Context: an optimization exercise on an open-source flow, tuned for a short achievable clock period and few clock cycles per item. The choices shown serve that exercise and are no tape-out recipe.
Function was checked by simulation only, so behaviour that the tests miss may differ from the original.
Power and IR drop assume default switching activity.

[design/flow/design.v]
`timescale 1ns/100ps
package lc4_isa_pkg;
   localparam int NUM_REGS = 8;
   localparam logic [3:0] OP_BR    = 4'b0000;
   localparam logic [3:0] OP_ADD   = 4'b0001;
   localparam logic [3:0] OP_AND   = 4'b0101;
   localparam logic [3:0] OP_LDR   = 4'b0110;
   localparam logic [3:0] OP_STR   = 4'b0111;
   localparam logic [3:0] OP_CONST = 4'b1001;
endpackage
`timescale 1ns/100ps
module lc4_decoder
(
   input  logic [15:0] i_insn,
   output logic        o_valid,
   output logic        o_rs_re,
   output logic        o_rt_re,
   output logic        o_rf_we,
   output logic        o_is_load,
   output logic        o_is_store,
   output logic        o_is_branch,
   output logic        o_is_const,
   output logic        o_is_and,
   output logic        o_use_imm,
   output logic [2:0]  o_rs_sel,
   output logic [2:0]  o_rt_sel,
   output logic [2:0]  o_wsel
);
   logic [3:0] op;
   logic       alu_ok;
   assign op     = i_insn[15:12];
   assign alu_ok = (op == lc4_isa_pkg::OP_ADD || op == lc4_isa_pkg::OP_AND) &&
                   (i_insn[5] || i_insn[4:3] == 2'b00);
   assign o_is_load   = op == lc4_isa_pkg::OP_LDR;
   assign o_is_store  = op == lc4_isa_pkg::OP_STR;
   assign o_is_branch = op == lc4_isa_pkg::OP_BR;
   assign o_is_const  = op == lc4_isa_pkg::OP_CONST;
   assign o_is_and    = op == lc4_isa_pkg::OP_AND;
   assign o_rf_we     = alu_ok || o_is_const || o_is_load;
   assign o_valid     = o_rf_we || o_is_store || o_is_branch;
   assign o_rs_re     = alu_ok || o_is_load || o_is_store;
   assign o_rt_re     = (alu_ok && !i_insn[5]) || o_is_store;
   assign o_use_imm   = !(alu_ok && !i_insn[5]);
   assign o_rs_sel    = i_insn[8:6];
   assign o_rt_sel    = o_is_store ? i_insn[11:9] : i_insn[2:0];
   assign o_wsel      = i_insn[11:9];
endmodule
`timescale 1ns/100ps
module lc4_regfile
(
   input  logic        clk,
   input  logic        i_reset,
   input  logic [2:0]  i_rs_sel,
   input  logic [2:0]  i_rt_sel,
   output logic [15:0] o_rs_data,
   output logic [15:0] o_rt_data,
   input  logic        i_we,
   input  logic [2:0]  i_wsel,
   input  logic [15:0] i_wdata
);
   logic [15:0] regs [8];
   always_ff @(posedge clk) begin
      if (i_reset) begin
         for (int i = 0; i < 8; i++) begin
            regs[i] <= '0;
         end
      end else if (i_we) begin
         regs[i_wsel] <= i_wdata;
      end
   end
   assign o_rs_data = regs[i_rs_sel];
   assign o_rt_data = regs[i_rt_sel];
endmodule
`timescale 1ns/100ps
module lc4_btb_lookup
#(
   parameter int NBTB = 4,
   parameter int TAGW = 8
) (
   input  logic [NBTB-1:0]    i_v,
   input  logic [16*NBTB-1:0] i_pc,
   input  logic [16*NBTB-1:0] i_tgt,
   input  logic [15:0]        i_addr,
   output logic [NBTB-1:0]    o_hit_v,
   output logic               o_hit,
   output logic [15:0]        o_tgt
);
   always_comb begin
      o_tgt = '0;
      for (int i = 0; i < NBTB; i++) begin
         o_hit_v[i] = i_v[i] && i_pc[16*i +: TAGW] == i_addr[TAGW-1:0];
         o_tgt      = o_tgt | ({16{o_hit_v[i]}} & i_tgt[16*i +: 16]);
      end
   end
   assign o_hit = |o_hit_v;
endmodule
`timescale 1ns/100ps
`timescale 1ns/100ps
module lc4_add16
(
   input  logic [15:0] i_a,
   input  logic [15:0] i_b,
   output logic [15:0] o_sum
);
   logic [15:0] g [5];
   logic [15:0] p [5];
   assign g[0] = i_a & i_b;
   assign p[0] = i_a ^ i_b;
   for (genvar k = 0; k < 4; k++) begin : g_lvl
      for (genvar i = 0; i < 16; i++) begin : g_bit
         if (i >= (1 << k)) begin : g_comb
            assign g[k+1][i] = g[k][i] | (p[k][i] & g[k][i - (1 << k)]);
            assign p[k+1][i] = p[k][i] & p[k][i - (1 << k)];
         end else begin : g_pass
            assign g[k+1][i] = g[k][i];
            assign p[k+1][i] = p[k][i];
         end
      end
   end
   assign o_sum = p[0] ^ {g[4][14:0], 1'b0};
endmodule
`timescale 1ns/100ps
`timescale 1ns/100ps
module lc4_pipeline
#(
   parameter logic [15:0] RESET_PC = 16'h8200
) (
   input  logic        clk,
   input  logic        i_reset,
   output logic [15:0] o_imem_addr,
   input  logic [15:0] i_imem_data,
   output logic [15:0] o_dmem_addr,
   output logic        o_dmem_we,
   output logic [15:0] o_dmem_wdata,
   input  logic [15:0] i_dmem_data,
   output logic        o_retire_valid,
   output logic [15:0] o_retire_pc,
   output logic [15:0] o_retire_insn,
   output logic        o_retire_rf_we,
   output logic [2:0]  o_retire_wsel,
   output logic [15:0] o_retire_wdata
);
   localparam int NBTB = 4;
   logic [15:0] pc_q;
   logic [NBTB-1:0] btb_v;
   logic [15:0]     btb_pc  [NBTB];
   logic [15:0]     btb_pcm1 [NBTB];
   logic [15:0]     btb_tgt [NBTB];
   logic [1:0]      btb_ptr;
   logic        fd_valid;
   logic [15:0] fd_pc;
   logic [15:0] fd_insn;
   logic        fd_pred;
   logic        fd_pc_ok;
   logic        fd_is_br;
   logic        fd_spred;
   logic [15:0] fd_pcp1;
   logic [9:0]  fd_lo;
   logic [2:0]  fd_rt_sel;
   logic        fd_use_imm;
   logic [15:0] fd_imm;
   logic [6:0]  fd_hi_inc;
   logic [6:0]  fd_hi_dec;
   logic [NBTB-1:0] fd_hit_v;
   logic        fd_use_rs;
   logic        fd_use_rt;
   logic        dx_valid;
   logic [15:0] dx_pc;
   logic [15:0] dx_insn;
   logic        dx_rf_we;
   logic [2:0]  dx_wsel;
   logic        dx_is_load;
   logic        dx_is_store;
   logic        dx_is_br;
   logic        dx_is_and;
   logic        dx_slow;
   logic [15:0] dx_a;
   logic [15:0] dx_b;
   logic [15:0] dx_sd;
   logic        dx_sd_fwd;
   logic        dx_pred;
   logic        dx_inbtb;
   logic [NBTB-1:0] dx_hit_v;
   logic [15:0] dx_tgt;
   logic [15:0] dx_alt;
   logic        xm_valid;
   logic [15:0] xm_pc;
   logic [15:0] xm_insn;
   logic        xm_rf_we;
   logic [2:0]  xm_wsel;
   logic        xm_is_load;
   logic        xm_we;
   logic [15:0] xm_sum;
   logic [15:0] xm_and;
   logic        xm_is_and;
   logic [15:0] xm_res;
   logic [15:0] xm_sd;
   logic [2:0]  nzp_q;
   logic        mw_valid;
   logic [15:0] mw_pc;
   logic [15:0] mw_insn;
   logic        mw_rf_we;
   logic [2:0]  mw_wsel;
   logic [15:0] mw_data;
   logic        stall;
   logic        x_br;
   logic        redirect;
   logic        d_redirect;
   logic [15:0] d_target;
   logic        x_taken;
   logic            upd_add;
   logic [NBTB-1:0] upd_drop_v;
   logic [15:0]     upd_pc;
   logic [15:0]     upd_pcm1;
   logic [15:0]     upd_tgt;
   logic [15:0] m_result;
   logic        m_z;
   logic [NBTB-1:0] f_hit_v;
   logic            f_hit;
   logic [15:0]     f_tgt;
   logic [15:0]     f_pcp1;
   logic [15:0]     f_next;
   logic            f_use_rs;
   logic            f_use_rt;
   assign o_imem_addr = pc_q;
   logic [2:0]  f_rt_sel;
   logic [15:0] f_imm;
   assign f_rt_sel = i_imem_data[15:12] == lc4_isa_pkg::OP_STR ? i_imem_data[11:9] : i_imem_data[2:0];
   always_comb begin
      case (i_imem_data[15:12])
         lc4_isa_pkg::OP_LDR, lc4_isa_pkg::OP_STR: f_imm = {{10{i_imem_data[5]}}, i_imem_data[5:0]};
         lc4_isa_pkg::OP_CONST:                    f_imm = {{7{i_imem_data[8]}}, i_imem_data[8:0]};
         default:                                  f_imm = {{11{i_imem_data[4]}}, i_imem_data[4:0]};
      endcase
   end
   always_comb begin
      case (i_imem_data[15:12])
         lc4_isa_pkg::OP_ADD, lc4_isa_pkg::OP_AND: begin
            f_use_rs = 1'b1;
            f_use_rt = !i_imem_data[5];
         end
         lc4_isa_pkg::OP_LDR, lc4_isa_pkg::OP_STR: begin
            f_use_rs = 1'b1;
            f_use_rt = 1'b0;
         end
         default: begin
            f_use_rs = 1'b0;
            f_use_rt = 1'b0;
         end
      endcase
   end
   logic f_lo_c;
   assign f_lo_c = pc_q[8:0] == 9'h1ff;
   assign f_pcp1 = {f_lo_c ? pc_q[15:9] + 7'd1 : pc_q[15:9], pc_q[8:0] + 9'd1};
   logic [16*NBTB-1:0] btb_pc_f;
   logic [16*NBTB-1:0] btb_pcm1_f;
   logic [16*NBTB-1:0] btb_tgt_f;
   logic [NBTB-1:0]    lk_hit_v [3];
   logic [2:0]         lk_hit;
   logic [15:0]        lk_tgt   [3];
   logic [NBTB-1:0]    nx_hit_v;
   logic               nx_hit;
   logic [15:0]        nx_tgt;
   logic [NBTB-1:0]    q_hit_v;
   logic               q_hit;
   logic [15:0]        q_tgt;
   always_comb begin
      for (int i = 0; i < NBTB; i++) begin
         btb_pc_f[16*i +: 16]   = btb_pc[i];
         btb_pcm1_f[16*i +: 16] = btb_pcm1[i];
         btb_tgt_f[16*i +: 16]  = btb_tgt[i];
      end
   end
   lc4_btb_lookup #(
      .NBTB (NBTB)
   ) lc4_btb_lookup_seq (
      .i_v     (btb_v),
      .i_pc    (btb_pcm1_f),
      .i_tgt   (btb_tgt_f),
      .i_addr  (pc_q),
      .o_hit_v (lk_hit_v[0]),
      .o_hit   (lk_hit[0]),
      .o_tgt   (lk_tgt[0])
   );
   lc4_btb_lookup #(
      .NBTB (NBTB)
   ) lc4_btb_lookup_tgt (
      .i_v     (btb_v),
      .i_pc    (btb_pc_f),
      .i_tgt   (btb_tgt_f),
      .i_addr  (q_tgt),
      .o_hit_v (lk_hit_v[1]),
      .o_hit   (lk_hit[1]),
      .o_tgt   (lk_tgt[1])
   );
   lc4_btb_lookup #(
      .NBTB (NBTB)
   ) lc4_btb_lookup_alt (
      .i_v     (btb_v),
      .i_pc    (btb_pc_f),
      .i_tgt   (btb_tgt_f),
      .i_addr  (dx_alt),
      .o_hit_v (lk_hit_v[2]),
      .o_hit   (lk_hit[2]),
      .o_tgt   (lk_tgt[2])
   );
   logic f_pc_ok;
   always_comb begin
      f_pc_ok = 1'b0;
      for (int i = 0; i < NBTB; i++) begin
         f_pc_ok = f_pc_ok | (q_hit_v[i] && btb_pc[i] == pc_q && btb_tgt[i] == q_tgt);
      end
   end
   assign f_hit_v = q_hit_v;
   assign f_hit   = q_hit;
   assign f_tgt   = q_tgt;
   always_comb begin
      if (redirect) begin
         nx_hit_v = lk_hit_v[2];
         nx_hit   = lk_hit[2];
         nx_tgt   = lk_tgt[2];
      end else if (d_redirect) begin
         nx_hit_v = '0;
         nx_hit   = 1'b0;
         nx_tgt   = q_tgt;
      end else if (stall) begin
         nx_hit_v = q_hit_v;
         nx_hit   = q_hit;
         nx_tgt   = q_tgt;
      end else if (f_hit) begin
         nx_hit_v = lk_hit_v[1];
         nx_hit   = lk_hit[1];
         nx_tgt   = lk_tgt[1];
      end else begin
         nx_hit_v = lk_hit_v[0];
         nx_hit   = lk_hit[0];
         nx_tgt   = lk_tgt[0];
      end
   end
   always_ff @(posedge clk) begin
      if (i_reset) begin
         q_hit_v <= '0;
         q_hit   <= 1'b0;
      end else begin
         q_hit_v <= nx_hit_v;
         q_hit   <= nx_hit;
      end
   end
   always_ff @(posedge clk) begin
      q_tgt <= nx_tgt;
   end
   always_comb begin
      if (stall)      f_next = pc_q;
      else if (f_hit) f_next = f_tgt;
      else            f_next = f_pcp1;
   end
   always_ff @(posedge clk) begin
      if (i_reset)       pc_q <= RESET_PC;
      else if (redirect) pc_q <= dx_alt;
      else if (d_redirect) pc_q <= d_take ? d_target : d_pcp1;
      else               pc_q <= f_next;
   end
   always_ff @(posedge clk) begin
      if (i_reset || redirect || d_redirect) fd_valid <= 1'b0;
      else if (!stall)         fd_valid <= 1'b1;
   end
   always_ff @(posedge clk) begin
      if (!stall) begin
         fd_pc   <= pc_q;
         fd_pcp1 <= f_pcp1;
         fd_lo   <= 10'(({1'b0, pc_q[8:0], 1'b1} + {1'b0, i_imem_data[8:0], 1'b1}) >> 1);
         fd_rt_sel  <= f_rt_sel;
         fd_use_imm <= !((i_imem_data[15:12] == lc4_isa_pkg::OP_ADD ||
                          i_imem_data[15:12] == lc4_isa_pkg::OP_AND) && !i_imem_data[5]);
         fd_imm     <= f_imm;
         fd_hi_inc <= f_lo_c ? pc_q[15:9] + 7'd2 : pc_q[15:9] + 7'd1;
         fd_hi_dec <= f_lo_c ? pc_q[15:9] : pc_q[15:9] - 7'd1;
         fd_insn <= i_imem_data;
         fd_pred <= f_hit;
         fd_pc_ok <= f_pc_ok;
         fd_is_br <= i_imem_data[15:12] == lc4_isa_pkg::OP_BR;
         fd_spred <= i_imem_data[15:12] == lc4_isa_pkg::OP_BR && i_imem_data[11:9] != 3'b000 &&
                     (i_imem_data[8] || i_imem_data[11:9] == 3'b111);
         fd_hit_v <= f_hit_v;
         fd_use_rs <= f_use_rs;
         fd_use_rt <= f_use_rt;
      end
   end
   always_ff @(posedge clk) begin
      if (i_reset) begin
         btb_v   <= '0;
         btb_ptr <= '0;
      end else begin
         for (int i = 0; i < NBTB; i++) begin
            if (upd_add && btb_ptr == 2'(i)) btb_v[i] <= 1'b1;
            else if (upd_drop_v[i])          btb_v[i] <= 1'b0;
         end
         if (upd_add) btb_ptr <= btb_ptr + 1'b1;
      end
   end
   always_ff @(posedge clk) begin
      if (upd_add) begin
         btb_pc[btb_ptr]  <= upd_pc;
         btb_pcm1[btb_ptr] <= upd_pcm1;
         btb_tgt[btb_ptr] <= upd_tgt;
      end
   end
   logic        d_valid;
   logic        d_rs_re;
   logic        d_rt_re;
   logic        d_rf_we;
   logic        d_is_load;
   logic        d_is_store;
   logic        d_is_br;
   logic        d_is_const;
   logic        d_is_and;
   logic        d_use_imm;
   logic [2:0]  d_rs_sel;
   logic [2:0]  d_rt_sel;
   logic [2:0]  d_wsel;
   logic [15:0] rf_rs;
   logic [15:0] rf_rt;
   logic [15:0] d_rs_val;
   logic [15:0] d_rt_val;
   logic [15:0] d_pcp1;
   logic [6:0]  d_hi;
   logic        x_wr_rt;
   logic        x_wr_rs;
   logic [15:0] x_quick;
   lc4_decoder lc4_decoder_i (
      .i_insn      (fd_insn),
      .o_valid     (d_valid),
      .o_rs_re     (d_rs_re),
      .o_rt_re     (d_rt_re),
      .o_rf_we     (d_rf_we),
      .o_is_load   (d_is_load),
      .o_is_store  (d_is_store),
      .o_is_branch (d_is_br),
      .o_is_const  (d_is_const),
      .o_is_and    (d_is_and),
      .o_use_imm   (d_use_imm),
      .o_rs_sel    (d_rs_sel),
      .o_rt_sel    (d_rt_sel),
      .o_wsel      (d_wsel)
   );
   lc4_regfile lc4_regfile_i (
      .clk       (clk),
      .i_reset   (i_reset),
      .i_rs_sel  (d_rs_sel),
      .i_rt_sel  (fd_rt_sel),
      .o_rs_data (rf_rs),
      .o_rt_data (rf_rt),
      .i_we      (mw_valid && mw_rf_we),
      .i_wsel    (mw_wsel),
      .i_wdata   (mw_data)
   );
   always_comb begin
      if (xm_valid && xm_rf_we && xm_wsel == d_rs_sel)      d_rs_val = m_result;
      else if (mw_valid && mw_rf_we && mw_wsel == d_rs_sel) d_rs_val = mw_data;
      else                                                  d_rs_val = rf_rs;
      if (xm_valid && xm_rf_we && xm_wsel == fd_rt_sel)      d_rt_val = m_result;
      else if (mw_valid && mw_rf_we && mw_wsel == fd_rt_sel) d_rt_val = mw_data;
      else                                                  d_rt_val = rf_rt;
   end
   assign x_wr_rt = dx_valid && dx_rf_we && dx_wsel == fd_rt_sel;
   assign x_wr_rs = dx_valid && dx_rf_we && dx_wsel == d_rs_sel;
   assign x_quick = dx_is_and ? (dx_a & dx_b) : dx_b;
   assign stall = fd_valid && dx_valid && dx_rf_we &&
                  ((dx_slow && fd_use_rs && fd_insn[8:6] == dx_wsel) ||
                   (dx_slow && fd_use_rt && fd_insn[2:0] == dx_wsel) ||
                   (d_is_br && dx_is_load && fd_insn[11:9] != 3'b000 && fd_insn[11:9] != 3'b111));
   assign d_pcp1 = fd_pcp1;
   always_comb begin
      case ({fd_insn[8], fd_lo[9]})
         2'b01:   d_hi = fd_hi_inc;
         2'b10:   d_hi = fd_hi_dec;
         default: d_hi = fd_pcp1[15:9];
      endcase
   end
   assign d_target = {d_hi, fd_lo[8:0]};
   logic d_ok;
   logic d_take;
   logic d_drop;
   assign d_ok   = fd_pred && fd_pc_ok;
   assign d_take = d_ok || fd_spred;
   assign d_drop     = fd_valid && !redirect && !stall && fd_pred && !d_ok;
   assign d_redirect = fd_valid && !redirect && !stall && (fd_pred ? !d_ok : d_take);
   always_ff @(posedge clk) begin
      if (i_reset) begin
         dx_valid <= 1'b0;
      end else begin
         dx_valid <= fd_valid && d_valid && !stall && !redirect;
      end
   end
   always_ff @(posedge clk) begin
      dx_pc       <= fd_pc;
      dx_insn     <= fd_insn;
      dx_rf_we    <= d_rf_we;
      dx_wsel     <= d_wsel;
      dx_is_load  <= d_is_load;
      dx_is_store <= d_is_store;
      dx_is_br    <= d_is_br;
      dx_is_and   <= d_is_and;
      if (d_is_const)                 dx_a <= 16'd0;
      else if (x_wr_rs && !dx_slow)   dx_a <= x_quick;
      else                            dx_a <= d_rs_val;
      if (fd_use_imm)                 dx_b <= fd_imm;
      else if (x_wr_rt && !dx_slow)   dx_b <= x_quick;
      else                            dx_b <= d_rt_val;
      if (x_wr_rt && !dx_slow)        dx_sd <= x_quick;
      else                            dx_sd <= d_rt_val;
      dx_slow     <= d_rf_we && !d_is_and && !d_is_const;
      dx_sd_fwd   <= x_wr_rt && dx_slow;
      dx_pred     <= d_take;
      dx_inbtb    <= d_ok;
      dx_hit_v    <= fd_hit_v;
      dx_tgt      <= d_target;
      dx_alt      <= d_take ? d_pcp1 : d_target;
   end
   logic [15:0] x_a;
   logic [15:0] x_b;
   logic [15:0] x_sum;
   logic        x_z;
   logic        x_n;
   assign x_a = dx_a;
   assign x_b = dx_b;
   lc4_add16 lc4_add16_i (
      .i_a   (x_a),
      .i_b   (x_b),
      .o_sum (x_sum)
   );
   assign x_z = dx_is_and ? ((x_a & x_b) == 16'd0)
                          : ((x_a ^ x_b) == {x_a[14:0] | x_b[14:0], 1'b0});
   assign x_n = dx_is_and ? (x_a[15] & x_b[15]) : x_sum[15];
   logic [2:0] x_mask;
   assign x_br   = dx_valid && dx_is_br;
   assign x_mask = dx_insn[11:9];
   assign x_taken  = (x_mask & nzp_q) != 3'b000;
   assign redirect = x_br && (x_taken != dx_pred);
   always_ff @(posedge clk) begin
      if (i_reset) begin
         upd_add    <= 1'b0;
         upd_drop_v <= '0;
      end else begin
         upd_add    <= x_br && x_taken && !dx_inbtb;
         upd_drop_v <= ({NBTB{x_br && !x_taken && dx_inbtb}} & dx_hit_v) |
                       ({NBTB{d_drop}} & fd_hit_v);
      end
   end
   always_ff @(posedge clk) begin
      upd_pc    <= dx_pc;
      upd_pcm1  <= dx_pc - 16'd1;
      upd_tgt   <= dx_tgt;
   end
   always_ff @(posedge clk) begin
      if (i_reset) begin
         xm_valid <= 1'b0;
         xm_we    <= 1'b0;
      end else begin
         xm_valid <= dx_valid;
         xm_we    <= dx_valid && dx_is_store;
      end
   end
   always_ff @(posedge clk) begin
      xm_pc      <= dx_pc;
      xm_insn    <= dx_insn;
      xm_rf_we   <= dx_rf_we;
      xm_wsel    <= dx_wsel;
      xm_is_load <= dx_is_load;
      xm_sum     <= x_sum;
      xm_and     <= x_a & x_b;
      xm_is_and  <= dx_is_and;
      xm_sd      <= dx_sd_fwd ? m_result : dx_sd;
   end
   assign o_dmem_addr  = xm_sum;
   assign o_dmem_we    = xm_we;
   assign o_dmem_wdata = xm_sd;
   assign xm_res   = xm_is_and ? xm_and : xm_sum;
   assign m_result = xm_is_load ? i_dmem_data : xm_res;
   assign m_z      = i_dmem_data == 16'd0;
   always_ff @(posedge clk) begin
      if (i_reset) begin
         nzp_q <= 3'b000;
      end else if (dx_valid && dx_rf_we && !dx_is_load) begin
         nzp_q <= {x_n, x_z, !x_n && !x_z};
      end else if (xm_valid && xm_is_load) begin
         nzp_q <= {i_dmem_data[15], m_z, !i_dmem_data[15] && !m_z};
      end
   end
   always_ff @(posedge clk) begin
      if (i_reset) begin
         mw_valid <= 1'b0;
         mw_rf_we <= 1'b0;
      end else begin
         mw_valid <= xm_valid;
         mw_rf_we <= xm_rf_we;
      end
   end
   always_ff @(posedge clk) begin
      mw_pc   <= xm_pc;
      mw_insn <= xm_insn;
      mw_wsel <= xm_wsel;
      mw_data <= m_result;
   end
   assign o_retire_valid = mw_valid;
   assign o_retire_pc    = mw_pc;
   assign o_retire_insn  = mw_insn;
   assign o_retire_rf_we = mw_rf_we;
   assign o_retire_wsel  = mw_wsel;
   assign o_retire_wdata = mw_data;
endmodule
`timescale 1ns/100ps
module lc4_top (
   input  logic        clk,
   input  logic        i_reset,
   output logic [15:0] o_imem_addr,
   input  logic [15:0] i_imem_data,
   output logic [15:0] o_dmem_addr,
   output logic        o_dmem_we,
   output logic [15:0] o_dmem_wdata,
   input  logic [15:0] i_dmem_data,
   output logic        o_retire_valid,
   output logic [15:0] o_retire_pc,
   output logic [15:0] o_retire_insn,
   output logic        o_retire_rf_we,
   output logic [2:0]  o_retire_wsel,
   output logic [15:0] o_retire_wdata
);
   lc4_pipeline #(
      .RESET_PC (16'h8200)
   ) lc4_pipeline_i (
      .clk            (clk),
      .i_reset        (i_reset),
      .o_imem_addr    (o_imem_addr),
      .i_imem_data    (i_imem_data),
      .o_dmem_addr    (o_dmem_addr),
      .o_dmem_we      (o_dmem_we),
      .o_dmem_wdata   (o_dmem_wdata),
      .i_dmem_data    (i_dmem_data),
      .o_retire_valid (o_retire_valid),
      .o_retire_pc    (o_retire_pc),
      .o_retire_insn  (o_retire_insn),
      .o_retire_rf_we (o_retire_rf_we),
      .o_retire_wsel  (o_retire_wsel),
      .o_retire_wdata (o_retire_wdata)
   );
endmodule
[design/flow/run.sh]
#!/bin/bash
# synth_recipe.tcl (not shown) runs the flow's synth.tcl, then flattens the netlist and writes it again
# the make line also repeats each setting of config.mk as NAME=value (left out here)
make -C /OpenROAD-flow-scripts/flow DESIGN_CONFIG=/design/flow/config.mk WORK_HOME=/design/flow/orfs CLKGATE_MAP_FILE= SYNTH_SCRIPT=/design/flow/synth_recipe.tcl finish
[design/flow/config.mk]
export PLATFORM = sky130hd
export DESIGN_NAME = lc4_top
export DESIGN_NICKNAME = lc4_top
export VERILOG_FILES = /design/flow/design.v
export SDC_FILE = /design/flow/constraint.sdc
export NUM_CORES = 4
export LEC_CHECK = 0
export ABC_CLOCK_PERIOD_IN_PS = 2000
export CAP_MARGIN = 20
export CORE_MARGIN = 2
export CORE_UTILIZATION = 40
export SETUP_SLACK_MARGIN = 2.0
export SLEW_MARGIN = 20
[design/flow/constraint.sdc]
create_clock -name core_clock -period 4.3 [get_ports {clk}]
set_input_delay 0.8600 -clock core_clock [delete_from_list [all_inputs] [get_ports {clk}]]
set_output_delay 0.8600 -clock core_clock [all_outputs]
set_load 0.01 [all_outputs]
==> results of run 1 <==
## flip-flops by register name, summed over array words and instances, names as in the netlist, 32 cells and up, named ones only
| signal | count |
|---|---|
| lc4_pipeline_i.btb_pcm1 | 32 |
| lc4_pipeline_i.btb_tgt | 64 |
| lc4_pipeline_i.lc4_regfile_i.regs | 128 |
| lc4_pipeline_i.btb_pc | 64 |
## timing repair
action	in CTS	in global routing
pin swaps	30	56
gates cloned	3	13
setup endpoints to repair	304	149
resized for setup	313	132
setup buffers	74	97
## cell families after synthesis
family | after synthesis | share of synthesized area, %
compound gates | 385 | 8.23
xor+xnor | 307 | 8.54
fa+ha+maj | 56 | 2.27
buf+inv | 229 | 3.01
flops | 719 | 58.2
mux | 176 | 8.26
simple gates | 703 | 11.5
## where the power goes
group          leakage (nW)  internal [mW]  total, mW  switching [mW]
clock network          1.31           4.15       6.94            2.79
registers              6.69           7.67       8.15           0.474
logic                  7.03          0.783       1.66           0.880
## cell type report
type                            count  area, µm²
Multi-Input combinational cell   1629      13200
Clock inverter                     28        319
Inverter                           75        308
Timing Repair inverter              1       8.76
Sequential cell                   719      18500
Clock buffer                      116       2350
Timing Repair Buffer              377       3820
Fill cell                        6709      38000
Tap cell                         1040       1300
## placed cells by master (no fill, tap or decap), drive strengths merged, types with 77 or more instances in the layout
master,Yosys,routed
edfxtp,392,392
mux2i,83,83
nor2,116,116
and2,137,137
xor2,77,77
xnor2,230,230
dfxtp,327,327
a21oi,90,90
buf,63,233
dlygate4sd2,0,92
nand2,212,213
o21ai,81,81
clkbuf,91,127
## final timing paths
check / depth (start not counted) / from / to
worst max-delay path: 8 / lc4_pipeline_i.pc_q[0] / lc4_pipeline_i.fd_pc_ok
worst min-delay path: 0 / lc4_pipeline_i.dx_insn[8] / lc4_pipeline_i.xm_insn[8]
worst max register to register: 8 / lc4_pipeline_i.pc_q[0] / lc4_pipeline_i.fd_pc_ok
worst min register to register: 0 / lc4_pipeline_i.dx_insn[8] / lc4_pipeline_i.xm_insn[8]
## per-layer routing
layer,GRT usage (%),up-vias,share of wire [%]
met1,29.8,11079,40
met4,8.51,0,4.3
met2,38.8,1073,48
met5,0,-,0
met3,3.47,268,7.4
li1,-,9916,-
## through the flow
stage	utilization, %	cell area [µm²]	instances	power, mW
5_1_grt	51.1	39800	3985	17.3
6_report	51.1	39800	3985	16.8
4_1_cts	49.1	38200	3875	16.8
3_5_place_dp	43.8	34000	3654	9.81
2_1_floorplan	-	31500	2575	8.95
3_3_place_gp	43.8	34000	3654	9.79
==> run notes, run 1 <==
- The run finished with no timing, DRC or antenna violations.
- Final WL: 97900 µm
- Worst setup margin: 1.89 ns
* H-tree depth reported by CTS: 3
- In this run the tool buffered the top-level ports with 135 buffer cells.
* Total nets after synthesis: 2665
- Layout overhead on the synthesized area: 26.3%
* Number of global-route vias before repair: 22272
* Full die area: 80900 µm²
- After synthesis the cells add up to 31500 µm².
- Setup violations remaining at the end of the flow were counted as 0.
* Max-slew headroom at the worst pin: 32.2%
* FP Rows: 102
- First-pass GRT wire length: 141000 µm
- Clk latency of the worst-skew pair: 0.62 ns
* Via density: 5.61
- The detail route stage leaves a number of antenna-violating nets equal to 0.
* Residual DRC: 0
- In this run, synthesis inferred 392 flip-flops with an integrated enable.
- Final min period: 2.41 ns
- The floorplan step defined a core boundary enclosing 77700 µm².
- TritonCTS built the clock tree.
* Combined global-route utilization of all metal layers: 23.0%
- Most numerous cell types in the synthesized netlist: edfxtp_1, dfxtp_1, xnor2_1
- The critical path contains buffers and inverters numbering 2 combined.
- Power spread over the standard cell area amounts to 421 nW/µm².
* Antenna cell count: 0
- Of the synthesized area, sequential elements account for 58.2%.
- The detailed router finished its first iteration with 2044 violations.
- Share of the synthesized area in the top cell type: 37.4%
- CTS Root Buffer Type: clkbuf_16
- At the placement stage, the worst setup path has a slack of 1.28 ns.
* Avg Cell Area, Syn: 12.2 µm²
- Most used flip-flop cell after synthesis: edfxtp_1
- Worst clock skew on the final layout: 0.0258 ns
- Worst slew pin tran: 1.02 ns
- CTS clock-pin slew for the worst setup and hold paths: 0.06 ns
* Element type at the critical path start: flip-flop
* Worst IR Drop VDD: 0.304 mV
- The critical path goes through buf_12 -> buf_4 -> xnor2_1 -> nand4_1 -> nor4_4 -> nand4_1 -> nor4_2 -> or4_1.
* Total via count in the routed design: 22336
- No sink is reached through more buffers than the 3 on the longest clock path.
* Cell type with the highest occurrence count on the critical path: nand4_1
- Max Cap Viol: 0
* Worst min-delay path class: flip-flop to flip-flop
- In this design, the stage delay of the slowest critical-path cell is 0.38 ns.
- Hold repair after CTS inserted 0 buffers.
- Adding up every negative setup slack in the final design gives 0 ns.
- Clock tree synthesis inserted a total of 78 buffers.
* RSZ-0062 raised after global routing: yes
- Period utilization: 56.0%
* FF+latch count, synth: 719
* Final RePlAce weighted congestion: 0.897
- Flop-to-flop setup slack: 1.89 ns
- Detailed placement finished with a half-perimeter wire length of 61400 µm.
- The slowest stage of the critical path is the nor4_4 cell.
- Largest net degree at the start of global routing: 42
- Starting density of the core: 40.5%
- For this run, the top clock speed supported by timing is 0.415 GHz.
* Count of mapped cells out of synthesis: 2575
- The max-slew violation count is 0.
- Required time of the worst setup path: 4.77 ns
- Among cell families on the critical path, the largest total delay comes from simple AND/OR/NAND/NOR gates.
- On the final layout, the worst hold slack is 0.322 ns.
- Fraction of layout instances using a drive strength above 1: 22.9%
- Number of distinct library cells after synthesis: 64
* Most area-hungry cell type in the Yosys netlist: edfxtp_1
- In the post-synthesis netlist, the biggest area contributors are edfxtp_1, dfxtp_1, xnor2_1.
* Routed wirelength normalized by instance count: 24.6 µm
* Die boundary width: 284 µm
- GR Overflow Total: 0
* Die Y-Extent: 284 µm
- After the last flow step, the layout net total stands at 2971.
* Element type at the critical path end: flip-flop
* Leakage power total: 15.0 nW
* Fraction of synthesis flops using an asynchronous set or reset pin: 0%
- Final number of hold-violating endpoints: 0
- The critical path in this run is classified as flip-flop to flip-flop.
- The first TritonRoute pass finished after 6 iterations.
- The clock net in this run drives a total of 719 sinks.
* Number of synthesis warnings: 8
- Initial antenna violation count: 2
- Data on the critical path arrives at its endpoint at 2.88 ns.
- Top-count cell post-synth: edfxtp_1
- During I/O placement, the number of pins put on the boundary was 136.
- Maximum fanout along the worst path: 8
Testbench counts, summed over its fixed seeds: cycles 48,297, items 42,737.
==> inputs of run 2 (changes only) <==
--- a/design/flow/config.mk
+++ b/design/flow/config.mk
@@ -8,6 +8,6 @@
 export ABC_CLOCK_PERIOD_IN_PS = 2000
 export CAP_MARGIN = 20
 export CORE_MARGIN = 2
-export CORE_UTILIZATION = 40
+export CORE_UTILIZATION = 55
 export SETUP_SLACK_MARGIN = 2.0
 export SLEW_MARGIN = 20
==> run 2 against run 1 <==
Register-to-register slack improved by 0.03 ns. Wire length shrank 2.2%. Flip-flop and latch count unchanged. Critical path depth did not move. Hold slack barely moved. Total power shrank 0.47%. Cell count decreased by 7.4%. Largest cell class unchanged. Highest routed layer unchanged.
==> run notes, run 2 <==
- Die boundary width: 243 µm (was 284 µm)
- Maximum fanout along the worst path: 5 (was 8)
- The terminus of the critical flop-to-flop path is lc4_pipeline_i.fd_pc_ok (unchanged).
* Initial antenna violation count: 2 (unchanged)
- Flop-to-flop setup slack: 1.92 ns (was 1.89 ns)
- Total clock buffers created by CTS: 77 (was 78)
- Worst flop-to-flop path startpoint: lc4_pipeline_i.pc_q[5] (was lc4_pipeline_i.pc_q[0])
* Die Y-Extent: 243 µm (was 284 µm)
* Post-route setup TNS: 0 ns (unchanged)
- The commonest non-fill, non-tap cell in the layout is edfxtp_1 (unchanged).
- Number of global-route vias before repair: 22064 (was 22272)
- Arrival time reported for the critical path endpoint: 2.86 ns (was 2.88 ns)
- The mean instance size in the synthesized netlist is 12.2 µm² (unchanged).
- The max-slew violation count was 0 (unchanged).
- Max FFs per register: 128 (unchanged)
- The first-pass detailed-route iteration total came to 5 (was 6).
- The gate count after technology mapping was 2575 (unchanged).
- Via density: 5.99 (was 5.61)
- Buffers from clock root to sink, at most: 3 (unchanged)
- FP Rows: 87 (was 102)
- H-tree depth reported by CTS: 3 (unchanged)
* Max Cap Viol: 0 (unchanged)
* Final RePlAce weighted congestion: 0.903 (was 0.897)
* Final WL: 95700 µm (was 97900 µm)
- Crit Path Class: flip-flop to flip-flop (unchanged)
* Proportion of power drawn by combinational gates: 10.5% (was 9.9%)
- The post-route minimum period was 2.38 ns (was 2.41 ns).
- The worst hold path cell count was 0 (unchanged).
* Final number of hold-violating endpoints: 0 (unchanged)
* Number of nets still failing antenna checks after routing: 0 (unchanged)
- The multi-input logic area is 13200 µm² (about the same).
- Antenna cell count: 0 (unchanged)
- The final hold slack came to 0.322 ns (about the same).
- Max-slew headroom at the worst pin: 43.6% (was 32.2%)
* Leakage power total: 14.8 nW (was 15.0 nW)
- Most used flip-flop cell after synthesis: edfxtp_1 (unchanged)
- Share of total power consumed by net switching: 25.0% (was 24.8%)
- The total number of yosys warnings was 8 (unchanged).
- First-pass GRT wire length: 139000 µm (was 141000 µm)
- The startpoint class of the critical path was a flip-flop (unchanged).
- TritonCTS clock tree: done (unchanged)
- The switching power summed over all nets came to 4.16 mW (was 4.15 mW).
- Final Net Count: 2962 (was 2971)
* Required time of the worst setup path: 4.78 ns (was 4.77 ns)
* Period utilization: 55.4% (was 56.0%)
- Worst IR Drop VDD: 0.477 mV (was 0.304 mV)
- CTS Root Buffer Type: clkbuf_16 (unchanged)
- Element type at the critical path end: flip-flop (unchanged)
- The overall fraction of global-route tracks in use was 31.7% (was 23.0%).
- The area share of the largest cell type after synthesis came to 37.4% (unchanged).
* Total via count in the routed design: 22101 (was 22336)
- Internal power contribution: 12.5 mW (was 12.6 mW)
- The effective utilization at floorplan is 55.7% (was 40.5%).
- The most instantiated library cell after synthesis is edfxtp_1 (unchanged).
- The latest clock arrival within the worst-skew pair is 0.63 ns (was 0.62 ns).
* FF+latch count, synth: 719 (unchanged)
- The final setup violation count came to 0 (unchanged).
* Worst slew pin tran: 0.837 ns (was 1.02 ns)
- The timing-limited maximum frequency was 0.420 GHz (was 0.415 GHz).
- Number of distinct library cells after synthesis: 64 (unchanged)
* Most used cells in the layout excluding fill and tap cells: edfxtp_1, dfxtp_1, xnor2_1, nand2_1, buf_4 (unchanged)
* RSZ-0062 raised after global routing: yes (unchanged)
- Core outline area: 56500 µm² (was 77700 µm²)
- Drt initial violations: 1898 (was 2044)
* Share of synthesized area occupied by flip-flops and latches: 58.2% (unchanged)
- The per-cell routed wire length is 25.9 µm (was 24.6 µm).
- Combined flip-flop and latch cell area: 18500 µm² (about the same)
- The clock-pin slew reported for the worst setup and hold paths after clock tree synthesis came to 0.06 ns (about the same).
* Layout overhead on the synthesized area: 24.2% (was 26.3%)
- Leading registers by flop count: lc4_pipeline_i.lc4_regfile_i.regs x128, lc4_pipeline_i.btb_pc x64, lc4_pipeline_i.btb_tgt x64 (unchanged).
- The hold path startpoint was lc4_pipeline_i.dx_insn[12] (was lc4_pipeline_i.dx_insn[8]).
* GR Overflow Total: 0 (unchanged)
- The number of port buffers is 135 (unchanged).
- Reg power frac: 48.8% (was 48.6%)
- The worst min-delay path endpoint was lc4_pipeline_i.xm_insn[12] (was lc4_pipeline_i.xm_insn[8]).
- The count of flip-flops with a built-in enable after synthesis was 392 (unchanged).
- Total power divided by cell area: 427 nW/µm² (was 421 nW/µm²)
* Fraction of synthesis flops using an asynchronous set or reset pin: 0% (unchanged)
* Clock network fraction of total power: 40.7% (was 41.4%)
- The top-level I/O count is 136 (unchanged).
- Largest net degree at the start of global routing: 40 (was 42)
* Non-filler cells in the finished layout: 3692 (was 3985)
- Register with the highest flop count: lc4_pipeline_i.lc4_regfile_i.regs (unchanged)
* Result of the run: no timing/DRC/antenna violations (unchanged)
- Most numerous cell types in the synthesized netlist: edfxtp_1, dfxtp_1, xnor2_1 (unchanged)
- The path class of the lowest-slack min-delay path is flip-flop to flip-flop (unchanged).
* Detailed placement HPWL: 61400 µm (about the same)
- Worst clock skew on the final layout: 0.0245 ns (was 0.0258 ns)
- The net count of the mapped netlist came to 2665 (unchanged).
* Worst R2R Path Depth: 8 (unchanged)
- Fraction of layout instances using a drive strength above 1: 22.7% (was 22.9%)
- Dominant cells by area after synthesis: edfxtp_1, dfxtp_1, xnor2_1 (unchanged)
* Synthesized area: 31500 µm² (unchanged)
- The number of filler cells placed in the layout is 4060 (was 6709).
- Cell count after placement: 3372 (was 3654)
- Total clock sinks: 719 (unchanged)
- Residual DRC: 0 (unchanged)
* Full die area: 59200 µm² (was 80900 µm²)
- The leading area contributor after synthesis is edfxtp_1 (unchanged).
-- run 2: cell counts after synthesis --
Identical to the previous run, type by type.
-- run 2: cells by family after synthesis --
kind of cell,share of synthesized area (%)
AOI/OAI and AO/OA,8.23
DFF,58.2
and+or+nand+nor,11.5
adders and majority gates,2.27
muxes,8.26
buffers and inverters,3.01
xor gates and xnor gates,8.54
-- run 2: repair_timing --
| action | in CTS | in global routing |
|---|---|---|
| gates resized for setup | 328 | 128 |
| pin swaps | 32 | 53 |
| gates cloned | 6 | 4 |
| setup buffers | 99 | 68 |
| endpoints found under the setup margin | 295 | 138 |
| hold buffers | 0 | 0 |
| hold endpoints to repair | 0 | 0 |
-- run 2: routing by layer --
metal  up-vias  share of wire (%)  track usage (%)  wire (µm)
met1     10899                 38             39.1      36600
met3       289                6.9             4.39       6610
met2      1009                 49             54.4      47100
li1       9904                  -                -          -
met5         -                  0                0          0
met4         0                5.6             16.2       5320
-- run 2: layout make-up --
type,instances,share of cell area (%)
flip-flops and latches,719,47.2
multi-input cells,1627,33.8
repair buffers,369,9.02
clock buffers,117,6.00
well taps,756,2.42
inverters,75,0.778
clock inverters,26,0.656
repair inverters,3,0.0576
-- run 2: through the flow --
| step | util (%) | setup slack (ns) | power, mW | cell area [µm²] |
|---|---|---|---|---|
| finish | 69.2 | 1.92 | 16.7 | 39100 |
| global route | 69.2 | 1.86 | 17.2 | 39100 |
| CTS | 67.2 | 1.86 | 16.6 | 37900 |
| detailed placement | 59.7 | 1.27 | 9.84 | 33700 |
| global placement | 59.7 | 1.29 | 9.83 | 33700 |
| floorplan | - | 2.00 | 8.95 | 31500 |
-- run 2: critical path: stages, from the launching register on --
cell	delay, ns
dfxtp_2	0.33
buf_12	0.13
buf_4	0.17
xnor2_2	0.27
nand4_1	0.28
nor4_4	0.35
nand4_1	0.16
nor4_1	0.34
or4_4	0.21
-- run 2: power groups by stage --
stage | Combinational, mW | Sequential [mW] | Clock, mW
after floorplan | 0.884 | 8.07 | 0
after global placement | 1.59 | 8.24 | 0
after detailed placement | 1.59 | 8.25 | 0
after CTS | 1.65 | 8.13 | 6.86
after global routing | 1.88 | 8.18 | 7.14
final | 1.76 | 8.13 | 6.78
-- run 2: worst max path at each step --
| stage | startpoint | to | slack [ns] | depth (start not counted) |
|---|---|---|---|---|
| after detailed placement | i_imem_data[0] | lc4_pipeline_i.fd_lo[8] | 1.27 | 11 |
| after CTS | lc4_pipeline_i.pc_q[13] | o_imem_addr[13] | 1.86 | 1 |
| after global routing | lc4_pipeline_i.btb_pc[3][1] | lc4_pipeline_i.q_tgt[4] | 1.86 | 9 |
| after global placement | i_imem_data[1] | lc4_pipeline_i.fd_lo[9] | 1.29 | 9 |
| final | lc4_pipeline_i.pc_q[5] | lc4_pipeline_i.fd_pc_ok | 1.92 | 8 |
| after floorplan | i_imem_data[1] | lc4_pipeline_i.fd_lo[9] | 2.00 | 8 |
==> inputs of run 3 (changes only) <==
--- a/design/flow/design.v
+++ b/design/flow/design.v
@@ -535,7 +535,8 @@
    logic [2:0] x_mask;
    assign x_br   = dx_valid && dx_is_br;
    assign x_mask = dx_insn[11:9];
-   assign x_taken  = (x_mask & nzp_q) != 3'b000;
+   assign x_taken  = (x_mask[2] && nzp_q[2]) || (x_mask[1] && nzp_q[1]) ||
+                     (x_mask[0] && nzp_q[0] && !nzp_q[2] && !nzp_q[1]);
    assign redirect = x_br && (x_taken != dx_pred);
    always_ff @(posedge clk) begin
       if (i_reset) begin
@@ -582,9 +583,9 @@
       if (i_reset) begin
          nzp_q <= 3'b000;
       end else if (dx_valid && dx_rf_we && !dx_is_load) begin
-         nzp_q <= {x_n, x_z, !x_n && !x_z};
+         nzp_q <= {x_n, x_z, 1'b1};
       end else if (xm_valid && xm_is_load) begin
-         nzp_q <= {i_dmem_data[15], m_z, !i_dmem_data[15] && !m_z};
+         nzp_q <= {i_dmem_data[15], m_z, 1'b1};
       end
    end
    always_ff @(posedge clk) begin
--- a/design/flow/config.mk
+++ b/design/flow/config.mk
@@ -8,6 +8,6 @@
 export ABC_CLOCK_PERIOD_IN_PS = 2000
 export CAP_MARGIN = 20
 export CORE_MARGIN = 2
-export CORE_UTILIZATION = 55
+export CORE_UTILIZATION = 40
 export SETUP_SLACK_MARGIN = 2.0
 export SLEW_MARGIN = 20
==> run 3 against run 2 <==
Clock-buffer cell count decreased by 8. Combinational power decreased by 8%. Clock power increased by 4.6%. Area after synthesis decreased by 0.38%. Register-to-register slack improved by 0.06 ns. Clock skew increased by 0.018 ns. Die area increased by 36%. Sequential power about the same. Global-route usage decreased by 8.2 points. Critical path type unchanged. Critical endpoint is now lc4_pipeline_i.pc_q[4].
==> run notes, run 3 <==
- Initial antenna violation count: 5 (was 2)
- Max FFs per register: 128 (unchanged)
- The largest fanout of any net on the critical path was 7 (was 5).
- Worst IR Drop VDD: 0.300 mV (was 0.477 mV)
- RSZ-0062 raised after global routing: yes (unchanged)
* Largest net degree at the start of global routing: 37 (was 40)
* Required time of the worst setup path: 4.82 ns (was 4.78 ns)
- The top-level I/O count came to 136 (unchanged).
- Placed Area: 33900 µm² (was 33700 µm²)
* Clock network fraction of total power: 42.1% (was 40.7%)
- The first-pass detailed-route iteration total was 7 (was 5).
* Most numerous cell types in the synthesized netlist: edfxtp_1, dfxtp_1, xnor2_1 (unchanged)
- The mean instance size in the synthesized netlist came to 12.3 µm² (was 12.2 µm²).
- The leakage component of the power was 14.6 nW (was 14.8 nW).
- CTS hold repair buffers: 0 (unchanged)
- The number of nets still failing antenna checks after routing came to 0 (unchanged).
* Total via count in the routed design: 21840 (was 22101)
- The first-pass GRT wire length was 142000 µm (was 139000 µm).
- Worst clock skew on the final layout: 0.0426 ns (was 0.0245 ns)
- The switching power as a share of total power was 25.3% (was 25.0%).
- The most instantiated library cell after synthesis is edfxtp_1 (unchanged).
* Internal power contribution: 12.6 mW (was 12.5 mW)
- Post-route setup TNS: 0 ns (unchanged)
- The dominant combinational cell family by area after synthesis was simple AND/OR/NAND/NOR gates (unchanged).
* Total clock buffers created by CTS: 80 (was 77)
- The sum of overflow across all layers after global routing came to 0 (unchanged).
- The relative slew slack came to 38.5% (was 43.6%).
- Most used cells in the layout excluding fill and tap cells: edfxtp_1, dfxtp_1, xnor2_1, nand2_1, and2_1 (was edfxtp_1, dfxtp_1, xnor2_1, nand2_1, buf_4)
- The complex-gate fraction of the synthesized area is 8.50% (was 8.23%).
- The share of power burned in combinational logic is 9.7% (was 10.5%).
- The area of the core is 77500 µm² (was 56500 µm²).
- Number of enable flip-flop cells after synthesis: 392 (unchanged)
* FF+latch count, synth: 719 (unchanged)
* Via density: 5.60 (was 5.99)
* Combined flip-flop and latch cell area: 18500 µm² (about the same)
* Total of fill cells in the finished design: 6761 (was 4060)
- Leading registers by flop count: lc4_pipeline_i.lc4_regfile_i.regs x128, lc4_pipeline_i.btb_pc x64, lc4_pipeline_i.btb_tgt x64 (unchanged)
- Number of setup violations in the final report: 0 (unchanged)
- The post-synthesis cell area was 31400 µm² (was 31500 µm²).
- The fraction of the mapped netlist area in simple logic gates came to 11.0% (was 11.5%).
- The final worst-path cycle share is 53.9% (was 55.4%).
* TritonCTS clock tree: done (unchanged)
* Count of mapped cells out of synthesis: 2555 (was 2575)
- Xor/xnor share of the synthesized area: 8.52% (was 8.54%)
* Routed wirelength normalized by instance count: 25.1 µm (was 25.9 µm)
* Final WL: 97800 µm (was 95700 µm)
* Total clock sinks: 719 (unchanged)
- The unique cell type count in the Yosys netlist was 70 (was 64).
- The area of all placed cells without fillers was 38800 µm² (was 39100 µm²).
* Area of the multi-input gates: 12900 µm² (was 13200 µm²)
- The net total in the final layout is 2882 (was 2962).
- Share of the synthesized area in the top cell type: 37.5% (was 37.4%)
- Total nets after synthesis: 2645 (was 2665)
- Reg power frac: 48.2% (was 48.8%)
- The number of remaining DRC errors was 0 (unchanged).
- Register with the highest flop count: lc4_pipeline_i.lc4_regfile_i.regs (unchanged)
* Die boundary width: 284 µm (was 243 µm)
* H-tree depth reported by CTS: 3 (unchanged)
* Number of port buffers: 135 (unchanged)
- Element type at the critical path end: flip-flop (unchanged)
* Final core utilization: 50.1% (was 69.2%)
* Total power divided by cell area: 433 nW/µm² (was 427 nW/µm²)
- The worst-case register-to-register setup slack was 1.98 ns (was 1.92 ns).
* Buffers from clock root to sink, at most: 3 (unchanged)
- The clock-pin slew reported for the worst setup and hold paths after clock tree synthesis is 0.06 ns (about the same).
- The most frequently used flop master after synthesis is edfxtp_1 (unchanged).
- Starting density of the core: 40.5% (was 55.7%)
- Leading cell type in the layout, fill and taps excluded: edfxtp_1 (unchanged)
- The clock tree root driver cell is clkbuf_16 (unchanged).
* Crit Path Class: flip-flop to flip-flop (unchanged)
* Layout overhead on the synthesized area: 23.8% (was 24.2%)
* Final min period: 2.32 ns (was 2.38 ns)
- The standard-cell row count is 102 (was 87).
* Detailed placement HPWL: 63700 µm (was 61400 µm)
- The worst endpoint data arrival time is 2.84 ns (was 2.86 ns).
- Number of global-route vias before repair: 21898 (was 22064)
- Max Cap Viol: 0 (unchanged)
- Clk latency of the worst-skew pair: 0.65 ns (was 0.63 ns)
- Dominant cells by area after synthesis: edfxtp_1, dfxtp_1, xnor2_1 (unchanged).
- Fraction of synthesized area in multiplexers: 8.33% (was 8.26%)
- Full die area: 80600 µm² (was 59200 µm²)
- The share of post-route cells with drive strength above 1 was 20.7% (was 22.7%).
- Slew Viols, Final: 0 (unchanged)
- Worst min-delay path class: flip-flop to flip-flop (unchanged)
* Most area-hungry cell type in the Yosys netlist: edfxtp_1 (unchanged)
- Sw Pwr: 4.26 mW (was 4.16 mW)
- The async set-reset flop share out of synthesis is 0% (unchanged).
- Element type at the critical path start: flip-flop (unchanged)
- The pin slew with the least headroom to its limit is 0.922 ns (was 0.837 ns).
- Final RePlAce weighted congestion: 0.903 (about the same)
- Result of the run: no timing/DRC/antenna violations (unchanged)
- Drt initial violations: 2191 (was 1898)
* Number of synthesis warnings: 8 (unchanged)
* Adder and majority cell fraction of the synthesized area: 2.28% (was 2.27%)
- Combined global-route utilization of all metal layers: 23.4% (was 31.7%)
- The timing-limited maximum frequency is 0.432 GHz (was 0.420 GHz).
- Final number of hold-violating endpoints: 0 (unchanged)
* Die Y-Extent: 284 µm (was 243 µm)
- Share of synthesized area occupied by flip-flops and latches: 58.4% (was 58.2%)
[run 3: cell count changes in the layout (fill, tap and decap cells not counted), moves of 10 or more]
cell           delta
xor2_1           -10
dlygate4sd2_1    -10
nor4_1           -10
o22ai_1          +14
nand2_1          -39
buf_4            -56
a21oi_1          +25
o21ai_1          -12
o211ai_1         -10
xnor2_1          +12
a211oi_1         -18
o21ai_0          +12
[run 3: cells by family (layout without fill, tap and decap cells)]
group                      Yosys count  count (layout)
muxes                              177             177
DFF                                719             719
adders and majority gates           56              56
xor gates and xnor gates           305             305
buffers and inverters              229             531
other                                0               1
and+or+nand+nor                    665             666
AOI/OAI and AO/OA                  404             404
[run 3: what timing repair did]
action                                  in CTS  in global routing
endpoints found under the setup margin     367                102
pin swaps                                   19                 26
buffers inserted                            76                 39
gates cloned                                 5                  3
resized for setup                          286                 99
[run 3: path summary, 6_finish.rpt]
path,from,end,cells past startpoint
setup reg to reg,lc4_pipeline_i.fd_insn[10],lc4_pipeline_i.pc_q[4],8
hold reg to reg,lc4_pipeline_i.dx_tgt[4],lc4_pipeline_i.upd_tgt[4],0
hold / removal,lc4_pipeline_i.dx_tgt[4],lc4_pipeline_i.upd_tgt[4],0
setup / recovery,lc4_pipeline_i.fd_insn[10],lc4_pipeline_i.pc_q[4],8
[run 3: cell type report]
| cell class | count | share of cell area [%] |
|---|---|---|
| well taps | 1040 | 3.35 |
| flip-flops and latches | 719 | 47.5 |
| clock inverters | 39 | 1.20 |
| diodes | 1 | 0.00644 |
| inverters | 81 | 0.883 |
| clock buffers | 109 | 5.92 |
| repair inverters | 2 | 0.0451 |
| multi-input cells | 1608 | 33.3 |
| repair buffers | 300 | 7.74 |
[run 3: critical path, cell delays in order, from the launching register on]
cell and delay (ns):
edfxtp_1 0.40, or3_1 0.37, and4_1 0.22, o311a_4 0.47
buf_12 0.18, buf_12 0.13, a211oi_2 0.16, a211oi_1 0.07
nor3_1 0.20
[run 3: power groups by stage]
| stage | Combinational (mW) | Clock (mW) | Sequential [mW] |
|---|---|---|---|
| 5_1_grt | 1.76 | 7.47 | 8.16 |
| 2_1_floorplan | 0.875 | 0 | 8.05 |
| 3_3_place_gp | 1.54 | 0 | 8.24 |
| 3_5_place_dp | 1.56 | 0 | 8.26 |
| 4_1_cts | 1.55 | 7.19 | 8.11 |
| 6_report | 1.62 | 7.09 | 8.11 |
[run 3: stage by stage]
stage	total power, mW	worst slack (ns)	hold slack, ns	instances
after CTS	16.9	1.85	0.308	3856
after global routing	17.4	1.90	0.321	3898
after floorplan	8.93	1.88	0.310	2555
after global placement	9.79	1.33	0.310	3627
final	16.8	1.98	0.309	3899
after detailed placement	9.82	1.28	0.312	3627
[run 3: layer usage]
| layer | share of wire [%] | up-vias | track usage, % |
|---|---|---|---|
| met5 | 0.048 | - | 0 |
| met3 | 7.3 | 259 | 4.36 |
| li1 | - | 9742 | - |
| met1 | 40 | 10887 | 29.7 |
| met2 | 48 | 944 | 39.6 |
| met4 | 4.3 | 8 | 9.27 |
Testbench counts of run 3, summed over its fixed seeds: cycles 48,297, items 42,737.
==> inputs of run 4 (changes only) <==
--- a/design/flow/design.v
+++ b/design/flow/design.v
@@ -80,16 +80,20 @@
    input  logic [NBTB-1:0]    i_v,
    input  logic [16*NBTB-1:0] i_pc,
    input  logic [16*NBTB-1:0] i_tgt,
+   input  logic [16*NBTB-1:0] i_fpc,
    input  logic [15:0]        i_addr,
    output logic [NBTB-1:0]    o_hit_v,
    output logic               o_hit,
-   output logic [15:0]        o_tgt
+   output logic [15:0]        o_tgt,
+   output logic [15:0]        o_pc
 );
    always_comb begin
       o_tgt = '0;
+      o_pc  = '0;
       for (int i = 0; i < NBTB; i++) begin
          o_hit_v[i] = i_v[i] && i_pc[16*i +: TAGW] == i_addr[TAGW-1:0];
          o_tgt      = o_tgt | ({16{o_hit_v[i]}} & i_tgt[16*i +: 16]);
+         o_pc       = o_pc | ({16{o_hit_v[i]}} & i_fpc[16*i +: 16]);
       end
    end
    assign o_hit = |o_hit_v;
@@ -258,12 +262,15 @@
    logic [NBTB-1:0]    lk_hit_v [3];
    logic [2:0]         lk_hit;
    logic [15:0]        lk_tgt   [3];
+   logic [15:0]        lk_pc    [3];
    logic [NBTB-1:0]    nx_hit_v;
    logic               nx_hit;
    logic [15:0]        nx_tgt;
+   logic [15:0]        nx_pc;
    logic [NBTB-1:0]    q_hit_v;
    logic               q_hit;
    logic [15:0]        q_tgt;
+   logic [15:0]        q_pc;
    always_comb begin
       for (int i = 0; i < NBTB; i++) begin
          btb_pc_f[16*i +: 16]   = btb_pc[i];
@@ -277,10 +284,12 @@
       .i_v     (btb_v),
       .i_pc    (btb_pcm1_f),
       .i_tgt   (btb_tgt_f),
+      .i_fpc   (btb_pc_f),
       .i_addr  (pc_q),
       .o_hit_v (lk_hit_v[0]),
       .o_hit   (lk_hit[0]),
-      .o_tgt   (lk_tgt[0])
+      .o_tgt   (lk_tgt[0]),
+      .o_pc    (lk_pc[0])
    );
    lc4_btb_lookup #(
       .NBTB (NBTB)
@@ -288,10 +297,12 @@
       .i_v     (btb_v),
       .i_pc    (btb_pc_f),
       .i_tgt   (btb_tgt_f),
+      .i_fpc   (btb_pc_f),
       .i_addr  (q_tgt),
       .o_hit_v (lk_hit_v[1]),
       .o_hit   (lk_hit[1]),
-      .o_tgt   (lk_tgt[1])
+      .o_tgt   (lk_tgt[1]),
+      .o_pc    (lk_pc[1])
    );
    lc4_btb_lookup #(
       .NBTB (NBTB)
@@ -299,18 +310,15 @@
       .i_v     (btb_v),
       .i_pc    (btb_pc_f),
       .i_tgt   (btb_tgt_f),
+      .i_fpc   (btb_pc_f),
       .i_addr  (dx_alt),
       .o_hit_v (lk_hit_v[2]),
       .o_hit   (lk_hit[2]),
-      .o_tgt   (lk_tgt[2])
+      .o_tgt   (lk_tgt[2]),
+      .o_pc    (lk_pc[2])
    );
    logic f_pc_ok;
-   always_comb begin
-      f_pc_ok = 1'b0;
-      for (int i = 0; i < NBTB; i++) begin
-         f_pc_ok = f_pc_ok | (q_hit_v[i] && btb_pc[i] == pc_q && btb_tgt[i] == q_tgt);
-      end
-   end
+   assign f_pc_ok = q_pc == pc_q && (q_hit_v & (q_hit_v - 1'b1)) == '0;
    assign f_hit_v = q_hit_v;
    assign f_hit   = q_hit;
    assign f_tgt   = q_tgt;
@@ -319,22 +327,27 @@
          nx_hit_v = lk_hit_v[2];
          nx_hit   = lk_hit[2];
          nx_tgt   = lk_tgt[2];
+         nx_pc    = lk_pc[2];
       end else if (d_redirect) begin
          nx_hit_v = '0;
          nx_hit   = 1'b0;
          nx_tgt   = q_tgt;
+         nx_pc    = q_pc;
       end else if (stall) begin
          nx_hit_v = q_hit_v;
          nx_hit   = q_hit;
          nx_tgt   = q_tgt;
+         nx_pc    = q_pc;
       end else if (f_hit) begin
          nx_hit_v = lk_hit_v[1];
          nx_hit   = lk_hit[1];
          nx_tgt   = lk_tgt[1];
+         nx_pc    = lk_pc[1];
       end else begin
          nx_hit_v = lk_hit_v[0];
          nx_hit   = lk_hit[0];
          nx_tgt   = lk_tgt[0];
+         nx_pc    = lk_pc[0];
       end
    end
    always_ff @(posedge clk) begin
@@ -348,6 +361,7 @@
    end
    always_ff @(posedge clk) begin
       q_tgt <= nx_tgt;
+      q_pc  <= nx_pc;
    end
    always_comb begin
       if (stall)      f_next = pc_q;
@@ -535,6 +549,13 @@
    logic [2:0] x_mask;
    assign x_br   = dx_valid && dx_is_br;
    assign x_mask = dx_insn[11:9];
+   logic x_known;
+   always_comb begin
+      x_known = upd_add && upd_pc == dx_pc;
+      for (int i = 0; i < NBTB; i++) begin
+         if (btb_v[i] && btb_pc[i] == dx_pc) x_known = 1'b1;
+      end
+   end
    assign x_taken  = (x_mask[2] && nzp_q[2]) || (x_mask[1] && nzp_q[1]) ||
                      (x_mask[0] && nzp_q[0] && !nzp_q[2] && !nzp_q[1]);
    assign redirect = x_br && (x_taken != dx_pred);
@@ -543,7 +564,7 @@
          upd_add    <= 1'b0;
          upd_drop_v <= '0;
       end else begin
-         upd_add    <= x_br && x_taken && !dx_inbtb;
+         upd_add    <= x_br && x_taken && !dx_inbtb && !x_known;
          upd_drop_v <= ({NBTB{x_br && !x_taken && dx_inbtb}} & dx_hit_v) |
                        ({NBTB{d_drop}} & fd_hit_v);
       end
--- a/design/flow/config.mk
+++ b/design/flow/config.mk
@@ -8,6 +8,6 @@
 export ABC_CLOCK_PERIOD_IN_PS = 2000
 export CAP_MARGIN = 20
 export CORE_MARGIN = 2
-export CORE_UTILIZATION = 40
+export CORE_UTILIZATION = 55
 export SETUP_SLACK_MARGIN = 2.0
 export SLEW_MARGIN = 20
==> run 4 against run 3 <==
Wire length up 10%. First-iteration DRC count up 20%. Utilization up 19 points. Cell count down 0.77%.
==> run notes, run 4 <==
- Leading registers by flop count: lc4_pipeline_i.lc4_regfile_i.regs x128, lc4_pipeline_i.btb_pc x64, lc4_pipeline_i.btb_tgt x64 (unchanged).
* Hold_ws: 0.326 ns (was 0.309 ns)
- The net count of the mapped netlist was 2848 (was 2645).
- Share of synthesized area occupied by flip-flops and latches: 56.8% (was 58.4%)
- The complex-gate fraction of the synthesized area came to 11.1% (was 8.50%).
- Element type at the critical path end: flip-flop (unchanged)
* Number of synthesis warnings: 9 (was 8)
- The number of remaining DRC errors is 0 (unchanged).
- Final Cell Area: 41200 µm² (was 38800 µm²)
* FMAX: 0.424 GHz (was 0.432 GHz)
- The share of post-route cells with drive strength above 1 is 24.8% (was 20.7%).
- Share of synthesized cell area in and, or, nand and nor gates: 11.0% (about the same)
- Core outline area: 59200 µm² (was 77500 µm²)
* Cell type with the highest occurrence count on the critical path: buf_6 (was buf_12)
* Layout overhead on the synthesized area: 24.6% (was 23.8%)
- Biggest cell delay along the critical path: 0.38 ns (was 0.47 ns)
- Most numerous cell types in the synthesized netlist: edfxtp_1, dfxtp_1, nand2_1 (was edfxtp_1, dfxtp_1, xnor2_1).
* Result of the run: no timing/DRC/antenna violations (unchanged)
* Count of mapped cells out of synthesis: 2758 (was 2555)
- The worst endpoint data arrival time is 2.83 ns (was 2.84 ns).
- Initial antenna violation count: 1 (was 5)
* Leakage power total: 15.8 nW (was 14.6 nW)
- Share of the synthesized area in the top cell type: 37.0% (was 37.5%)
* Starting density of the core: 55.8% (was 40.5%)
* Leading cell type in the layout, fill and taps excluded: edfxtp_1 (unchanged)
- The die width was 249 µm (was 284 µm).
- The slowest library cell on the worst path is edfxtp_1 (was o311a_4).
- Die Y-Extent: 249 µm (was 284 µm)
- Sink of the worst hold path: lc4_pipeline_i.mw_insn[3] (was lc4_pipeline_i.upd_tgt[4])
* Final Net Count: 3122 (was 2882)
* Clk latency of the worst-skew pair: 0.63 ns (was 0.65 ns)
- The maximum buffer depth of the clock tree came to 3 (unchanged).
- The unique cell type count in the Yosys netlist was 83 (was 70).
- Dominant cells by area after synthesis: edfxtp_1, dfxtp_1, xnor2_1 (unchanged)
* Worst flop-to-flop path endpoint: lc4_pipeline_i.q_pc[11] (was lc4_pipeline_i.pc_q[4])
- Max Cap Viol: 0 (unchanged)
* Crit Path Class: flip-flop to flip-flop (unchanged)
- The top-level I/O count was 136 (unchanged).
- The largest register by flop count was lc4_pipeline_i.lc4_regfile_i.regs (unchanged).
- The number of nets still failing antenna checks after routing is 0 (unchanged).
- The routed via count divided by cell count is 6.31 (was 5.60).
- Adder and majority cell fraction of the synthesized area: 2.19% (was 2.28%)
* Xor/xnor share of the synthesized area: 7.17% (was 8.52%)
- The number of global-route vias before repair came to 24352 (was 21898).
- The per-cell routed wire length is 27.8 µm (was 25.1 µm).
- The worst-case setup margin in the final layout came to 1.94 ns (was 1.98 ns).
* Final number of hold-violating endpoints: 0 (unchanged)
- The non-filler instance count after layout came to 3869 (was 3899).
- The cell total after placement came to 3517 (was 3627).
- The overall fraction of global-route tracks in use is 33.3% (was 23.4%).
- Drt initial violations: 2630 (was 2191)
- Number of port buffers: 135 (unchanged)
- The post-route minimum period is 2.36 ns (was 2.32 ns).
* Total clock buffers created by CTS: 76 (was 80)
- Cell-by-cell listing of the critical path: buf_6 -> xnor2_1 -> nand4_1 -> nor3_4 -> buf_12 -> buf_6 -> a221o_1 -> a221oi_2 -> a31oi_1 -> a21boi_2 (was or3_1 -> and4_1 -> o311a_4 -> buf_12 -> buf_12 -> a211oi_2 -> a211oi_1 -> nor3_1).
* Most area-hungry cell type in the Yosys netlist: edfxtp_1 (unchanged)
* Most used cells in the layout excluding fill and tap cells: edfxtp_1, dfxtp_1, nand2_1, xnor2_1, buf_4 (was edfxtp_1, dfxtp_1, xnor2_1, nand2_1, and2_1)
* Number of enable flip-flop cells after synthesis: 408 (was 392)
- The die area is 62100 µm² (was 80600 µm²).
- The final worst-path cycle share is 54.9% (was 53.9%).
- The standard-cell row count came to 89 (was 102).
* Required time of the worst setup path: 4.77 ns (was 4.82 ns)
* FF+latch count, synth: 735 (was 719)
- The setup TNS after final layout is 0 ns (unchanged).
- Slew Viols, Final: 0 (unchanged)
* Placed Area: 35200 µm² (was 33900 µm²)
- Most used flip-flop cell after synthesis: edfxtp_1 (unchanged)
- First-pass GRT wire length: 155000 µm (was 142000 µm)
- Total via count in the routed design: 24412 (was 21840)
* Total clock sinks: 735 (was 719)
- RSZ-0062 raised after global routing: yes (unchanged)
-- run 4: layout make-up --
cell class	instances	area, µm²
Clock buffer	102	2160
Timing Repair Buffer	408	4150
Antenna cell	2	5.00
Tap cell	773	967
Inverter	76	320
Clock inverter	38	428
Fill cell	4239	18000
Timing Repair inverter	3	22.5
Multi-Input combinational cell	1732	14200
Sequential cell	735	19000
-- run 4: metrics by stage --
stage	power, mW	utilization, %
6_report	17.0	69.6
3_3_place_gp	10.1	59.3
5_1_grt	17.5	69.6
3_5_place_dp	10.1	59.3
4_1_cts	16.9	67.0
2_1_floorplan	9.15	-
-- run 4: critical path, delay by kind of cell (launching register included) --
family | cells | cell delay (ns)
compound gates | 4 | 0.63
simple gates | 2 | 0.47
flops | 1 | 0.38
buf+inv | 3 | 0.53
xor+xnor | 1 | 0.19
-- run 4: layer usage --
layer | global-route usage, % | share of wire, % | up-vias
met1 | 41.3 | 37 | 11985
met5 | 0 | 0.0084 | -
met4 | 17.6 | 6.4 | 2
met3 | 5.13 | 8.0 | 370
met2 | 56.4 | 49 | 1385
li1 | - | - | 10670
-- run 4: worst max-delay path by stage --
stage	from	end	slack, ns	cells past startpoint
after global placement	i_imem_data[0]	lc4_pipeline_i.fd_lo[8]	1.28	11
after global routing	lc4_pipeline_i.dx_a[5]	lc4_pipeline_i.xm_sum[14]	1.88	9
after detailed placement	i_imem_data[0]	lc4_pipeline_i.fd_lo[8]	1.26	11
after floorplan	i_reset	lc4_pipeline_i.lc4_regfile_i.regs[1][0]	1.86	5
final	lc4_pipeline_i.q_tgt[4]	lc4_pipeline_i.q_pc[11]	1.94	10
after CTS	lc4_pipeline_i.btb_pc[1][1]	lc4_pipeline_i.q_tgt[15]	1.92	9
-- run 4: report_power, final --
part           leakage (nW)  total [mW]  internal, mW  switching (mW)
clock                  1.27        6.85          4.03            2.83
sequential             6.89        8.30          7.84           0.458
combinational          7.65        1.84         0.840            1.00
-- run 4: kinds of logic after synthesis --
group | after synthesis
and+or+nand+nor | 705
DFF | 735
xor gates and xnor gates | 271
AOI/OAI and AO/OA | 522
adders and majority gates | 57
muxes | 175
buffers and inverters | 293
-- run 4: what timing repair did --
item	CTS	global route
endpoints found under the setup margin	346	181
cloned	9	13
hold endpoints to repair	0	0
resized for setup	337	152
hold buffers	0	0
setup buffers	130	58
pin swaps	35	56
Testbench counts of run 4, summed over its fixed seeds: cycles 48,297, items 42,737.

==> what the ideal ports hide <==
In the flow no input, the clock included, has a driving cell. The finished layouts below were timed again as built, in two steps. Step 1 assumes that a clkbuf_16 drives the clock port and a buf_2 every other input. Step 2 moves the port delays by t, midway between the first and last clock arrival at a register: inputs arrive t later, outputs are due t later. That takes back most of the time a late clock gives input paths. a / b / c = ideal / step 1 / step 2; a / b = the first two.
| run | shift t [ns] | setup slack, ns | latest minus earliest clock arrival (ns) |
|---|---|---|---|
| run 1 | 0.684 | 1.893 / 1.893 / 1.378 | 0.030 / 0.029 |
| run 2 | 0.682 | 1.920 / 1.920 / 1.419 | 0.028 / 0.028 |
| run 3 | 0.695 | 1.984 / 1.960 / 1.334 | 0.043 / 0.043 |
| run 4 | 0.684 | 1.940 / 1.940 / 1.439 | 0.026 / 0.025 |
After both steps setup and hold are still met in every run listed. For run 3, which loses most, drivers alone change the setup slack by -0.024 ns; drivers and shift together by -0.650 ns.
